Background: an optimization exercise with open tools, aiming at small area and a short achievable clock period. Do not read the settings as production practice. At most, simulation tests tie the RTL to the original design; equivalence was not proved. Power and IR drop assume default switching activity.

==> module async_fifo_flags, before the edit <==
module async_fifo_flags
#(
  parameter int WIDTH       = 32,
  parameter int DEPTH       = 64,
  parameter int SYNC_STAGES = 2,
  parameter int AF_LEVEL    = DEPTH - 4,
  parameter int AE_LEVEL    = 4,
  parameter int FWFT        = 0,
  localparam int ADDR_W     = $clog2(DEPTH)
) (
  input  logic              wclk,
  input  logic              rclk,
  input  logic              rst_n,
  input  logic              winc,
  input  logic [WIDTH-1:0]  wdata,
  input  logic              wclr_err,
  output logic              wfull,
  output logic              walmost_full,
  output logic              woverflow,
  output logic [ADDR_W:0]   wlevel,
  input  logic              rinc,
  input  logic              rclr_err,
  output logic [WIDTH-1:0]  rdata,
  output logic              rempty,
  output logic              ralmost_empty,
  output logic              runderflow,
  output logic [ADDR_W:0]   rlevel
);
  localparam int PTR_W  = ADDR_W + 1;
  localparam int SYNC_N = (SYNC_STAGES < async_fifo_pkg::SYNC_STAGES_MIN) ? async_fifo_pkg::SYNC_STAGES_MIN :
                          (SYNC_STAGES > async_fifo_pkg::SYNC_STAGES_MAX) ? async_fifo_pkg::SYNC_STAGES_MAX : SYNC_STAGES;
  localparam int LAG    = SYNC_N + 1;
  localparam int LO_W   = ADDR_W / 2;
  localparam int HI_W   = ADDR_W - LO_W;
  localparam int LO_N   = 1 << LO_W;
  localparam int HI_N   = 1 << HI_W;
  localparam int LO_COPIES = HI_N;
  logic [1:0] wrst_q, rrst_q;
  logic       wrst_n, rrst_n;
  always_ff @(posedge wclk or negedge rst_n) begin
    if (!rst_n) wrst_q <= 2'b00;
    else        wrst_q <= {wrst_q[0], 1'b1};
  end
  always_ff @(posedge rclk or negedge rst_n) begin
    if (!rst_n) rrst_q <= 2'b00;
    else        rrst_q <= {rrst_q[0], 1'b1};
  end
  assign wrst_n = wrst_q[1];
  assign rrst_n = rrst_q[1];
  logic [WIDTH-1:0] mem [DEPTH];
  logic [ADDR_W-1:0] wptr_q;
  logic [PTR_W-1:0]  wlevel_q, wbase, wbase_p1, wlevel_d;
  logic              wfull_q, wfull_d, waf_q, waf_d, wovf_q, wovf_d, w_accept;
  logic [LAG-1:0]    racc_hist_q;    
  logic              r_accept;
  always_comb begin
    w_accept = winc && !wfull_q;
    wbase    = wlevel_q - PTR_W'(racc_hist_q[LAG-1]);
    wbase_p1 = wbase + PTR_W'(1);
    wlevel_d = w_accept ? wbase_p1 : wbase;
    wfull_d  = w_accept ? (wbase_p1 == PTR_W'(DEPTH))    : (wbase == PTR_W'(DEPTH));
    waf_d    = w_accept ? (wbase_p1 >= PTR_W'(AF_LEVEL)) : (wbase >= PTR_W'(AF_LEVEL));
    wovf_d   = (winc && wfull_q) ? 1'b1 : (wclr_err ? 1'b0 : wovf_q);
  end
  always_ff @(posedge wclk or negedge wrst_n) begin
    if (!wrst_n) begin
      wptr_q      <= '0;
      wlevel_q    <= '0;
      wfull_q     <= 1'b0;
      waf_q       <= 1'b0;
      wovf_q      <= 1'b0;
      racc_hist_q <= '0;
    end else begin
      wptr_q      <= wptr_q + ADDR_W'(w_accept);
      wlevel_q    <= wlevel_d;
      wfull_q     <= wfull_d;
      waf_q       <= waf_d;
      wovf_q      <= wovf_d;
      racc_hist_q <= {racc_hist_q[LAG-2:0], r_accept};
    end
  end
  always_ff @(posedge wclk) begin
    if (w_accept) mem[wptr_q] <= wdata;
  end
  logic [LO_N-1:0]  rlo_q [LO_COPIES];  
  logic [HI_N-1:0]  rhi_q;           
  logic [PTR_W-1:0] rlevel_q, rbase, rbase_m1, rlevel_d;
  logic             rempty_q, rempty_d, rae_q, rae_d, runf_q, runf_d;
  logic [LAG-1:0]   wacc_hist_q;     
  always_comb begin
    r_accept = rinc && !rempty_q;
    rbase    = rlevel_q + PTR_W'(wacc_hist_q[LAG-1]);
    rbase_m1 = rbase - PTR_W'(1);
    rlevel_d = r_accept ? rbase_m1 : rbase;
    rempty_d = r_accept ? (rbase_m1 == '0)                : (rbase == '0);
    rae_d    = r_accept ? (rbase_m1 <= PTR_W'(AE_LEVEL))  : (rbase <= PTR_W'(AE_LEVEL));
    runf_d   = (rinc && rempty_q) ? 1'b1 : (rclr_err ? 1'b0 : runf_q);
  end
  always_ff @(posedge rclk or negedge rrst_n) begin
    if (!rrst_n) begin
      for (int c = 0; c < LO_COPIES; c++) rlo_q[c] <= LO_N'(1);
      rhi_q       <= HI_N'(1);
      rlevel_q    <= '0;
      rempty_q    <= 1'b1;
      rae_q       <= 1'b1;
      runf_q      <= 1'b0;
      wacc_hist_q <= '0;
    end else begin
      if (r_accept) begin
        for (int c = 0; c < LO_COPIES; c++) rlo_q[c] <= {rlo_q[c][LO_N-2:0], rlo_q[c][LO_N-1]};
        if (rlo_q[0][LO_N-1]) rhi_q <= {rhi_q[HI_N-2:0], rhi_q[HI_N-1]};
      end
      rlevel_q    <= rlevel_d;
      rempty_q    <= rempty_d;
      rae_q       <= rae_d;
      runf_q      <= runf_d;
      wacc_hist_q <= {wacc_hist_q[LAG-2:0], w_accept};
    end
  end
  logic [WIDTH-1:0] grp_word [HI_N];
  logic [WIDTH-1:0] head_word;
  always_comb begin
    for (int g = 0; g < HI_N; g++) begin
      grp_word[g] = '0;
      for (int j = 0; j < LO_N; j++) begin
        grp_word[g] = grp_word[g] | (mem[g*LO_N + j] & {WIDTH{rlo_q[g * LO_COPIES / HI_N][j]}});
      end
    end
    head_word = '0;
    for (int g = 0; g < HI_N; g++) begin
      head_word = head_word | (grp_word[g] & {WIDTH{rhi_q[g]}});
    end
  end
  generate
    if (FWFT != 0) begin : g_fwft
      assign rdata = rempty_q ? '0 : head_word;
    end else begin : g_reg
      logic [WIDTH-1:0] rdata_q;
      always_ff @(posedge rclk or negedge rrst_n) begin
        if (!rrst_n)       rdata_q <= '0;
        else if (r_accept) rdata_q <= head_word;
      end
      assign rdata = rdata_q;
    end
  endgenerate
  assign wfull         = wfull_q;
  assign walmost_full  = waf_q;
  assign woverflow     = wovf_q;
  assign wlevel        = wlevel_q;
  assign rempty        = rempty_q;
  assign ralmost_empty = rae_q;
  assign runderflow    = runf_q;
  assign rlevel        = rlevel_q;
endmodule
clock: 4.0 ns
lec_check: 0
cap_margin: 20
core_margin: 2
core_utilization: 60
cts_cluster_diameter: 100
cts_cluster_size: 30
place_density: 0.7
setup_slack_margin: 1.75
slew_margin: 20
standard.sh (not shown) runs the stock make flow with config.mk's settings and CLKGATE_MAP_FILE= SYNTH_SCRIPT=/design/flow/synth_recipe.tcl, a recipe that flattens the netlist after the stock synthesis.
==> flow/flow/run.sh <==
#!/bin/bash
set -euo pipefail
bash standard.sh BUFFER_PORTS_ARGS="-buffer_cell sky130_fd_sc_hd__buf_4" finish > standard_flow.log 2>&1
Change:
--- a/flow/design.v
+++ b/flow/design.v
@@ -193,5 +193,6 @@
       grp_word[g] = '0;
       for (int j = 0; j < LO_N; j++) begin
-        grp_word[g] = grp_word[g] | (mem[g*LO_N + j] & {WIDTH{rlo_q[g * LO_COPIES / HI_N][j]}});
+        for (int b = 0; b < WIDTH; b++)
+          grp_word[g][b] = grp_word[g][b] | (mem[g*LO_N + j][b] & rlo_q[b * LO_COPIES / WIDTH][j]);
       end
     end
After rerunning:
- The changed run completed without violations
- global-route usage rises by 4.3 points
- worst setup slack gets better by 0.011 ns
- worst hold slack gets worse by 0.032 ns
- register-to-register slack stays flat
- sequential share of layout area falls by 1.8 points
- cell area rises by a few percent
- area after synthesis barely changes
- die area stays flat
For the second run of this note, only the layout was checked, not whether the RTL still works.

---

old:
fifo_flags_top, a different RTL version from the one above (not shown whole).
Size in the first run: ~4700 cells after synthesis, ~2300 flip-flops, ~82000 um^2 of cells after synthesis.
==> flow/design.v (excerpt) <==
module fifo_flags_top (
  input  logic        clk,
  input  logic        rst_n,
  input  logic        winc,
  input  logic [31:0] wdata,
  input  logic        wclr_err,
  output logic        wfull,
  output logic        walmost_full,
  output logic        woverflow,
  output logic [6:0]  wlevel,
  input  logic        rinc,
  input  logic        rclr_err,
  output logic [31:0] rdata,
  output logic        rempty,
  output logic        ralmost_empty,
  output logic        runderflow,
  output logic [6:0]  rlevel
);
==> flow/config.mk <==
export PLATFORM = sky130hd
export DESIGN_NAME = fifo_flags_top
export DESIGN_NICKNAME = fifo_flags_top
export VERILOG_FILES = /design/flow/design.v
export SDC_FILE = /design/flow/constraint.sdc
export NUM_CORES = 4
export LEC_CHECK = 0
export CAP_MARGIN = 20
export CORE_MARGIN = 2
export CORE_UTILIZATION = 63
export CTS_CLUSTER_DIAMETER = 100
export CTS_CLUSTER_SIZE = 30
export PLACE_DENSITY = 0.72
export SETUP_SLACK_MARGIN = 1.8
export SLEW_MARGIN = 20
==> flow/constraint.sdc <==
create_clock -name core_clock -period 4.0 [get_ports {clk}]
set_input_delay 0.8000 -clock core_clock [delete_from_list [all_inputs] [get_ports {clk}]]
set_output_delay 0.8000 -clock core_clock [all_outputs]
set_load 0.01 [all_outputs]
run.sh (not shown) runs the stock make flow with config.mk's settings and CLKGATE_MAP_FILE= SYNTH_SCRIPT=/design/flow/synth_recipe.tcl, a recipe that flattens the netlist after the stock synthesis.
Stock flow here: none of the scripts above is used.
Inputs modified between old and new:
--- a/flow/design.v
+++ b/flow/design.v
@@ -101,12 +101,13 @@
   localparam int LAG    = SYNC_N + 1;
   localparam int LO_W   = ADDR_W / 2;
   localparam int HI_W   = ADDR_W - LO_W;
   localparam int LO_N   = 1 << LO_W;
   localparam int HI_N   = 1 << HI_W;
   localparam int LO_COPIES = (WIDTH >= 32) ? WIDTH / 2 : WIDTH;
+  localparam int HI_COPIES = (WIDTH >= 4) ? 4 : 1;
   logic [1:0] wrst_q, rrst_q;
   logic       wrst_n, rrst_n;
   always_ff @(posedge wclk or negedge rst_n) begin
     if (!rst_n) wrst_q <= 2'b00;
     else        wrst_q <= {wrst_q[0], 1'b1};
   end
@@ -162,14 +163,14 @@
     w_go_dn   = !w_accept && w_pop_seen;
     wlevel_d  = ({PTR_W{w_go_up}} & wlevel_up) | ({PTR_W{w_go_dn}} & wlevel_dn) |
                 ({PTR_W{!w_go_up && !w_go_dn}} & wlevel_q);
     wfull_d   = (w_go_up && wfull_up) || (w_go_dn && wfull_dn) || (!w_go_up && !w_go_dn && wfull_st);
     waf_d     = (w_go_up && waf_up) || (w_go_dn && waf_dn) || (!w_go_up && !w_go_dn && waf_st);
     wovf_d      = (winc && wfull_acc_q) ? 1'b1 : (wclr_err ? 1'b0 : wovf_q);
-    wfull_acc_d = (wlevel_d == PTR_W'(DEPTH));
-    wfull_mem_d = wlevel_d[PTR_W-1] && !(|wlevel_d[PTR_W-2:0]);
+    wfull_acc_d = w_accept ? (w_pop_seen ? wfull_st : wfull_up) : (w_pop_seen ? wfull_dn : wfull_st);
+    wfull_mem_d = w_pop_seen ? (w_accept ? wfull_st : wfull_dn) : (w_accept ? wfull_up : wfull_st);
   end
   always_ff @(posedge wclk or negedge wrst_n) begin
     if (!wrst_n) begin
       wptr_q      <= '0;
       wlevel_q    <= '0;
       wfull_q     <= 1'b0;
@@ -190,13 +191,13 @@
     end
   end
   always_ff @(posedge wclk) begin
     if (!wfull_mem_q) mem[wptr_q] <= wdata;
   end
   logic [LO_N-1:0]  rlo_q [LO_COPIES];  
-  logic [HI_N-1:0]  rhi_q;           
+  logic [HI_N-1:0]  rhi_q [HI_COPIES];  
   logic [PTR_W-1:0] rlevel_q, rlevel_d;
   logic             rempty_q, rempty_d, rae_q, rae_d, runf_q, runf_d;
   logic [LAG-1:0]   wacc_hist_q;     
   logic             r_push_seen;
   logic             rempty_dn, rempty_st, rempty_up, rae_dn, rae_st, rae_up;
   logic [PTR_W-1:0] rlevel_up, rlevel_dn;
@@ -220,22 +221,23 @@
     rae_d     = (r_go_up && rae_up) || (r_go_dn && rae_dn) || (!r_go_up && !r_go_dn && rae_st);
     runf_d   = (rinc && rempty_q) ? 1'b1 : (rclr_err ? 1'b0 : runf_q);
   end
   always_ff @(posedge rclk or negedge rrst_n) begin
     if (!rrst_n) begin
       for (int c = 0; c < LO_COPIES; c++) rlo_q[c] <= LO_N'(1);
-      rhi_q       <= HI_N'(1);
+      for (int c = 0; c < HI_COPIES; c++) rhi_q[c] <= HI_N'(1);
       rlevel_q    <= '0;
       rempty_q    <= 1'b1;
       rae_q       <= 1'b1;
       runf_q      <= 1'b0;
       wacc_hist_q <= '0;
     end else begin
       if (r_accept) begin
         for (int c = 0; c < LO_COPIES; c++) rlo_q[c] <= {rlo_q[c][LO_N-2:0], rlo_q[c][LO_N-1]};
-        if (rlo_q[0][LO_N-1]) rhi_q <= {rhi_q[HI_N-2:0], rhi_q[HI_N-1]};
+        for (int c = 0; c < HI_COPIES; c++)
+          if (rlo_q[c * LO_COPIES / HI_COPIES][LO_N-1]) rhi_q[c] <= {rhi_q[c][HI_N-2:0], rhi_q[c][HI_N-1]};
       end
       rlevel_q    <= rlevel_d;
       rempty_q    <= rempty_d;
       rae_q       <= rae_d;
       runf_q      <= runf_d;
       wacc_hist_q <= {wacc_hist_q[LAG-2:0], w_accept};
@@ -250,13 +252,14 @@
         for (int b = 0; b < WIDTH; b++)
           grp_word[g][b] = grp_word[g][b] | (mem[g*LO_N + j][b] & rlo_q[b * LO_COPIES / WIDTH][j]);
       end
     end
     head_word = '0;
     for (int g = 0; g < HI_N; g++) begin
-      head_word = head_word | (grp_word[g] & {WIDTH{rhi_q[g]}});
+      for (int b = 0; b < WIDTH; b++)
+        head_word[b] = head_word[b] | (grp_word[g][b] & rhi_q[b * HI_COPIES / WIDTH][g]);
     end
   end
   generate
     if (FWFT != 0) begin : g_fwft
       assign rdata = rempty_q ? '0 : head_word;
     end else begin : g_reg
## What came out
Between old and new, minimum period implied by the final worst setup slack is higher for new, old comes in under that.
Looking at mean instance size in the synthesized netlist, new sits about 0.6% above old.
Final cell count grows slightly when moving from old to new.
Total power of new is higher than that of old.
Between old and new, the difference in global-route usage is negligible.
On area added between synthesis and finish, old and new are basically level.
Core utilization: higher on new
When new is measured against old, its fraction of power spent switching nets turns out 0.24 points higher.
Any difference in XOR/XNOR share of the synthesized area between new and old is small enough to ignore.
Of old and new, the run reporting the higher detailed-route wire length per cell was new.
The RTL of new was laid out without a check of its function.

## separate check: timing with driven ports
How much do the figures lean on ideal ports? The routed layouts below were timed once more, with nothing changed but the port constraints. Step 1 assumes that a clkbuf_16 drives the clock port and a buf_2 every other input. Step 2, shift: input delay + t, output delay - t, t = (earliest + latest rising clock arrival at the registers) / 2. This alone moves slack from input paths to output paths. Three values: ideal, step 1, step 2; two values: the first two.
run | shift t [ns] | setup slack, ns | hold slack, ns
the first run of note 1 | 0.777 | 1.611 / 1.611 / 1.389 | 0.264 / 0.216 / 0.346
the second run of note 1 | 0.835 | 1.622 / 1.622 / 1.376 | 0.232 / 0.190 / 0.357
old | 0.814 | 1.766 / 1.687 / 1.141 | 0.213 / 0.156 / 0.356
new | 0.790 | 1.759 / 1.705 / 1.174 | 0.253 / 0.197 / 0.261
After both steps every run listed still meets setup and hold. For old, which loses most, drivers alone change the setup slack by -0.079 ns; drivers and shift together by -0.625 ns.
